What follows belongs to an exercise in optimizing a design on an open flow for small area, a short achievable clock period and few clock cycles; a production flow would make more cautious choices. Only simulation tests tie the RTL to the original design; equivalence was not proved. Power is estimated from default activity; no workload was simulated.

==> flow/run.sh <==
#!/bin/bash
# synth_recipe.tcl (not shown) runs the flow's synth.tcl, then flattens the netlist and writes it again
# the make line also repeats each setting of config.mk as NAME=value (left out here)
make -C /OpenROAD-flow-scripts/flow DESIGN_CONFIG=/design/flow/config.mk WORK_HOME=/design/flow/orfs CLKGATE_MAP_FILE= SYNTH_SCRIPT=/design/flow/synth_recipe.tcl finish
==> flow/config.mk <==
export PLATFORM = sky130hd
export DESIGN_NAME = ime_pe_feeder
export DESIGN_NICKNAME = ime_pe_feeder
export VERILOG_FILES = /design/flow/design.v
export SDC_FILE = /design/flow/constraint.sdc
export NUM_CORES = 4
export LEC_CHECK = 0
export CAP_MARGIN = 20
export CORE_MARGIN = 2
export CORE_UTILIZATION = 40
export SLEW_MARGIN = 20
==> flow/constraint.sdc <==
create_clock -name core_clock -period 4.0 [get_ports {clk}]
set_input_delay 0.8000 -clock core_clock [delete_from_list [all_inputs] [get_ports {clk}]]
set_output_delay 0.8000 -clock core_clock [all_outputs]
set_load 0.01 [all_outputs]
==> flow/design.v <==
module ime_pe_feeder #(
  parameter int BIT_DEPTH = 8,
  parameter int WIN_W     = 16,
  parameter int WIN_H     = 16,
  parameter int ADDR_W    = 4,
  parameter int POS_W     = 4
) (
  input  logic                       clk,
  input  logic                       rstn,
  input  logic                       start_i,
  input  logic [16*BIT_DEPTH-1:0]    cur4x4_i,
  output logic                       ref_rd_en_o,
  output logic [ADDR_W-1:0]          ref_rd_addr_o,
  input  logic [WIN_W*BIT_DEPTH-1:0] ref_rd_data_i,
  output logic [16*BIT_DEPTH-1:0]    cmb4x4_o,
  output logic [16*BIT_DEPTH-1:0]    ref4x4_o,
  output logic                       enable_o,
  output logic [POS_W-1:0]           cand_x_o,
  output logic [POS_W-1:0]           cand_y_o,
  output logic                       tag_valid_o,
  output logic                       busy_o,
  output logic                       done_o
);
  localparam int BLK_W   = 16 * BIT_DEPTH;
  localparam int ROW_W   = WIN_W * BIT_DEPTH;
  localparam int CNT_W   = ADDR_W + 1;
  localparam int LAST_DX = WIN_W - 4;
  localparam int LAST_DY = WIN_H - 4;
  typedef enum logic [2:0] {
    S_IDLE,
    S_FETCH,
    S_CAPTURE,
    S_SCAN,
    S_DONE
  } state_t;
  typedef struct packed {
    logic             valid;
    logic [POS_W-1:0] x;
    logic [POS_W-1:0] y;
  } tag_t;
  state_t           r_state;
  state_t           w_state_nxt;
  logic [ROW_W-1:0] r_row [4];
  logic [CNT_W-1:0] r_row_cnt;
  logic [CNT_W-1:0] w_row_cnt_inc;
  logic [POS_W-1:0] r_dx;
  logic [POS_W-1:0] r_dy;
  logic [BLK_W-1:0] r_cmb;
  logic [BLK_W-1:0] r_ref;
  logic [BLK_W-1:0] w_ref_win;
  logic             r_enable;
  tag_t             r_tag0;
  tag_t             r_tag1;
  tag_t             r_tag2;
  logic             w_rows_ready;
  logic             w_last_dx;
  logic             w_last_dy;
  logic             w_drained;
  assign w_row_cnt_inc = r_row_cnt + 1'b1;
  assign w_rows_ready  = (w_row_cnt_inc >= CNT_W'(4));
  assign w_last_dx     = (r_dx == POS_W'(LAST_DX));
  assign w_last_dy     = (r_dy == POS_W'(LAST_DY));
  assign w_drained     = r_tag2.valid && !r_tag1.valid && !r_tag0.valid;
  always_ff @(posedge clk or negedge rstn) begin
    if (!rstn) begin
      r_state <= S_IDLE;
    end else begin
      r_state <= w_state_nxt;
    end
  end
  always_comb begin
    w_state_nxt = r_state;
    case (r_state)
      S_IDLE: begin
        if (start_i) begin
          w_state_nxt = S_FETCH;
        end
      end
      S_FETCH: begin
        w_state_nxt = S_CAPTURE;
      end
      S_CAPTURE: begin
        w_state_nxt = w_rows_ready ? S_SCAN : S_FETCH;
      end
      S_SCAN: begin
        if (w_last_dx) begin
          w_state_nxt = w_last_dy ? S_DONE : S_FETCH;
        end
      end
      S_DONE: begin
        if (w_drained) begin
          w_state_nxt = S_IDLE;
        end
      end
      default: begin
        w_state_nxt = S_IDLE;
      end
    endcase
  end
  always_ff @(posedge clk or negedge rstn) begin
    if (!rstn) begin
      r_cmb     <= '0;
      r_row_cnt <= '0;
      r_dx      <= '0;
      r_dy      <= '0;
      for (int i = 0; i < 4; i++) begin
        r_row[i] <= '0;
      end
    end else begin
      case (r_state)
        S_IDLE: begin
          if (start_i) begin
            r_cmb     <= cur4x4_i;
            r_row_cnt <= '0;
            r_dx      <= '0;
            r_dy      <= '0;
          end
        end
        S_CAPTURE: begin
          r_row[0]  <= r_row[1];
          r_row[1]  <= r_row[2];
          r_row[2]  <= r_row[3];
          r_row[3]  <= ref_rd_data_i;
          r_row_cnt <= w_row_cnt_inc;
          r_dx      <= '0;
        end
        S_SCAN: begin
          if (w_last_dx) begin
            r_dx <= '0;
            if (!w_last_dy) begin
              r_dy <= r_dy + 1'b1;
            end
          end else begin
            r_dx <= r_dx + 1'b1;
          end
        end
        default: begin
        end
      endcase
    end
  end
  always_comb begin
    w_ref_win = '0;
    for (int p = 0; p < 16; p++) begin
      w_ref_win[p*BIT_DEPTH +: BIT_DEPTH] =
        r_row[p/4][(int'(r_dx) + p % 4) * BIT_DEPTH +: BIT_DEPTH];
    end
  end
  always_ff @(posedge clk or negedge rstn) begin
    if (!rstn) begin
      r_ref    <= '0;
      r_enable <= 1'b0;
      r_tag0   <= '0;
      r_tag1   <= '0;
      r_tag2   <= '0;
    end else begin
      r_enable <= (r_state == S_SCAN);
      if (r_state == S_SCAN) begin
        r_ref        <= w_ref_win;
        r_tag0.valid <= 1'b1;
        r_tag0.x     <= r_dx;
        r_tag0.y     <= r_dy;
      end else begin
        r_tag0       <= '0;
      end
      r_tag1 <= r_tag0;
      r_tag2 <= r_tag1;
    end
  end
  assign ref_rd_en_o   = (r_state == S_FETCH);
  assign ref_rd_addr_o = (r_state == S_FETCH) ? r_row_cnt[ADDR_W-1:0] : '0;
  assign cmb4x4_o      = r_cmb;
  assign ref4x4_o      = r_ref;
  assign enable_o      = r_enable;
  assign tag_valid_o   = r_tag2.valid;
  assign cand_x_o      = r_tag2.x;
  assign cand_y_o      = r_tag2.y;
  assign busy_o        = (r_state != S_IDLE);
  assign done_o        = (r_state == S_DONE) && w_drained;
endmodule
==> impl_metrics.json <==
{
  "status": "complete, no violations",
  "crit_path_cell_trace": "nor2_1, and3_1, clkdlybuf4s50_1",
  "synthFlopType": "dfrtp_1",
  "drt_iter0_drc": 4467,
  "row_count": 121,
  "peakVddDrop_uv": 381.7,
  "ys_warn_count": 2,
  "gp_congestion": 0.9619,
  "fin_cells": 6267,
  "synth-seq-cells": 811,
  "ff2ff_setup_slack_ns": 1.10,
  "max_freq_ghz": 0.3103,
  "utilization_pct": 49.45,
  "clock-root-buffer": "clkbuf_16",
  "setup_tns_ns": 0,
  "critical_path_class": "reg -> out",
  "clk_pin_slew_worst_paths_ns": 0.06,
  "hold_viol_final": 0,
  "hold_slack_ns": 0.1560,
  "portBuffers": 531,
  "globalRouteTotalUtil_pct": 29.94,
  "crit_family": "simple AND/OR/NAND/NOR gates",
  "clkSinkCount": 811,
  "die_h_um": 335.5,
  "core_area_sq_um": 108900,
  "critPathSlowestCell": "clkdlybuf4s50_1",
  "mostFrequentLayoutCells": "nand2_1 (2079), dfrtp_1 (807), clkdlybuf4s50_1 (530)",
  "rsz0062_at_grt": "false",
  "ant_nets": 0,
  "cp-start-kind": "flop",
  "cp_max_fo": 14,
  "synth_area_leader_cell": "dfrtp_1",
  "post_cts_buffers": 0,
  "drive_gt1_share_pct": 14.28,
  "arrival_ns": 2.42,
  "num_vias": 37148,
  "cp.buffers_inverters": 1,
  "slew_violations": 0,
  "clock_latency_ns": 0.68,
  "cts_made_buffers": 93,
  "hp-class": "in -> async",
  "synth_top_area_share_pct": 46.17,
  "dp.cells": 6099,
  "setup_viol": 0,
  "grt_pass1_wl_um": 251600,
  "final_common_cell": "nand2_1",
  "synth.avg_cell_area_sq_um": 10.02,
  "io_pins": 532,
  "p_per_area_nw_per_um2": 375.0,
  "yosysSeqAreaShare_pct": 46.17,
  "grt_max_degree": 131,
  "critPathCaptureType": "primary output",
  "antenna_found_initial": 8,
  "min_period_over_period_pct": 80.57,
  "start_util_pct": 40.38,
  "drc_errors": 0,
  "syn_to_final_growth_pct": 22.45,
  "grt_use_met1_pct": 40.18,
  "finalWorstSetupSlack_ns": 0.7771,
  "cts_buffer_depth": 3,
  "cp_data_required_time_ns": 3.20,
  "max_stage_delay_ns": 0.56,
  "preCtsSetupSlack_ns": 1.116,
  "cts_resized": 0,
  "first_pass_iters": 6,
  "rr_worst_depth": 5,
  "regToRegStartpoint": "r_dx[0]$_DFFE_PN0P_",
  "synthCells": 4388,
  "worst_pin_slew_ns": 0.9540,
  "hold_buffers": 0,
  "rr_endpoint": "r_ref[10]$_DFFE_PN0P_",
  "nNetsFinal": 5045,
  "leakage_nw": 23.75,
  "skew_ns": 0.02191,
  "grt_pass1_vias": 36269,
  "cts_tree": "built",
  "ys_types": 65,
  "finalCriticalPeriod_ns": 3.223,
  "use_met3_pct": 6.918,
  "drv_cap": 0,
  "syn_nets": 4653,
  "fp.dieArea_sq_um": 112600,
  "syn-cell-area_sq_um": 43950,
  "viasPerCell": 5.928,
  "grtUsageMet2_pct": 45.44,
  "routedWlPerCell_um": 27.03,
  "place_hpwl_um": 117500,
  "htreeDepth": 3,
  "synth-edff-count": 0,
  "yosys-top-cells-area": "dfrtp_1 (46%), nand2_1 (18%), mux4_2 (17%)",
  "async_flop_share_pct": 100.0,
  "fp.dieW_um": 335.5,
  "slew_headroom_pct": 36.17,
  "grt.overflow.total": 0,
  "grt.busiest_layer": "met2",
  "finalWirelength_um": 169400
}
[worst max path at each step]
stage / from / to / slack, ns / cells past startpoint
3_5_place_dp: r_dx[0]$_DFFE_PN0P_ / r_ref[125]$_DFFE_PN0P_ / 1.12 / 5
3_3_place_gp: r_dx[0]$_DFFE_PN0P_ / r_ref[125]$_DFFE_PN0P_ / 1.17 / 5
2_1_floorplan: r_dx[0]$_DFFE_PN0P_ / r_dy[3]$_DFFE_PN0P_ / 1.70 / 9
5_1_grt: r_state[2]$_DFFE_PN0P_ / ref_rd_en_o / 0.67 / 4
4_1_cts: r_state[2]$_DFFE_PN0P_ / ref_rd_addr_o[2] / 0.75 / 3
6_report: r_state[2]$_DFFE_PN0P_ / ref_rd_addr_o[3] / 0.78 / 3
[power breakdown]
group	leakage, nW	switching [mW]	internal (mW)
clock network	1.60	3.69	5.52
registers	9.62	0.725	8.60
logic	12.5	0.679	0.975
total	23.8	5.09	15.1
[through the flow]
step / cell area, sq um / power [mW]
finish: 53820 / 20.18
detailed placement: 50540 / 11.09
floorplan: 43950 / 9.839
global route: 53820 / 20.82
CTS: 53820 / 20.27
global placement: 50540 / 11.06
[cell usage after synthesis (7+ instances only)]
cell type	count
nand3_1	15
buf_4	43
inv_1	9
buf_6	12
and3_1	7
a21oi_1	69
mux4_2	337
nor2_1	50
mux2i_1	205
a211oi_1	23
o211a_1	13
o211ai_1	53
o22ai_1	13
buf_1	9
mux2_2	82
a22oi_1	102
clkbuf_1	122
buf_2	143
dfrtp_1	811
nand2_1	2082
a221oi_1	18
o21ai_1	8
nor2b_1	7
o21ai_0	50
and2_1	7
a211o_1	22
[logic make-up (layout without fill, tap and decap cells)]
family                   after synthesis  count (layout)  synth area share, %
XOR/XNOR                               2               2              0.03986
AO/OA/AOI/OAI                        404             404                6.414
AND/OR/NAND/NOR                     2196            2196                19.16
other                                  0               1                    0
multiplexers                         624             624                24.04
buffers and inverters                345             809                4.002
adder cells (fa/ha/maj)                6               6               0.1708
flip-flops                           811             811                46.17
[sequential cells by signal (all words and copies together) (netlist names)]
register   flops
r_dy           4
r_dx           4
r_row_cnt      5
r_enable       1
r_cmb        128
r_tag0         8
r_ref        128
r_row        512
r_tag1         9
r_state        3
r_tag2         9
[per-layer routing]
layer / share of wire [%] / vias to the layer above / routed length, um
li1: - / 15927 / -
met1: 39 / 18533 / 66850
met2: 45 / 2173 / 75930
met3: 9.8 / 507 / 16640
met4: 5.9 / 8 / 9928
met5: 0.031 / - / 53
[area by class of cell]
cell class	count	area, sq um
repair buffers	629	6431
clock buffers	131	2681
multi-input cells	3232	21980
clock inverters	36	595.6
diodes	1	2.502
inverters	13	53.80
well taps	1414	1769
fillers	9936	55030
flip-flops and latches	811	20310
Testbench counts, summed over its fixed seeds: cycles 13,112.

## static timing again, ports no longer ideal
The flow's constraints put no driver on any port. The routed layout listed below was extracted and timed again, unchanged, in two steps. Step 1 assumes that a clkbuf_16 drives the clock port and a buf_2 every other input. Step 2 moves the port delays by t, midway between the first and last clock arrival at a register: inputs arrive t later, outputs are due t later. That takes back most of the time a late clock gives input paths. Slacks: no drivers / after step 1 / after step 2; pairs: no drivers / after step 1.
t, ns: 0.744
setup WS [ns]: 0.777 / 0.706 / 1.098
hold slack, ns: 0.156 / 0.135 / 0.347
pins driven straight from the clock port: 1
After both steps this run still meets setup and hold. For this run, drivers alone change the setup slack by -0.071 ns; drivers and shift together by +0.321 ns.
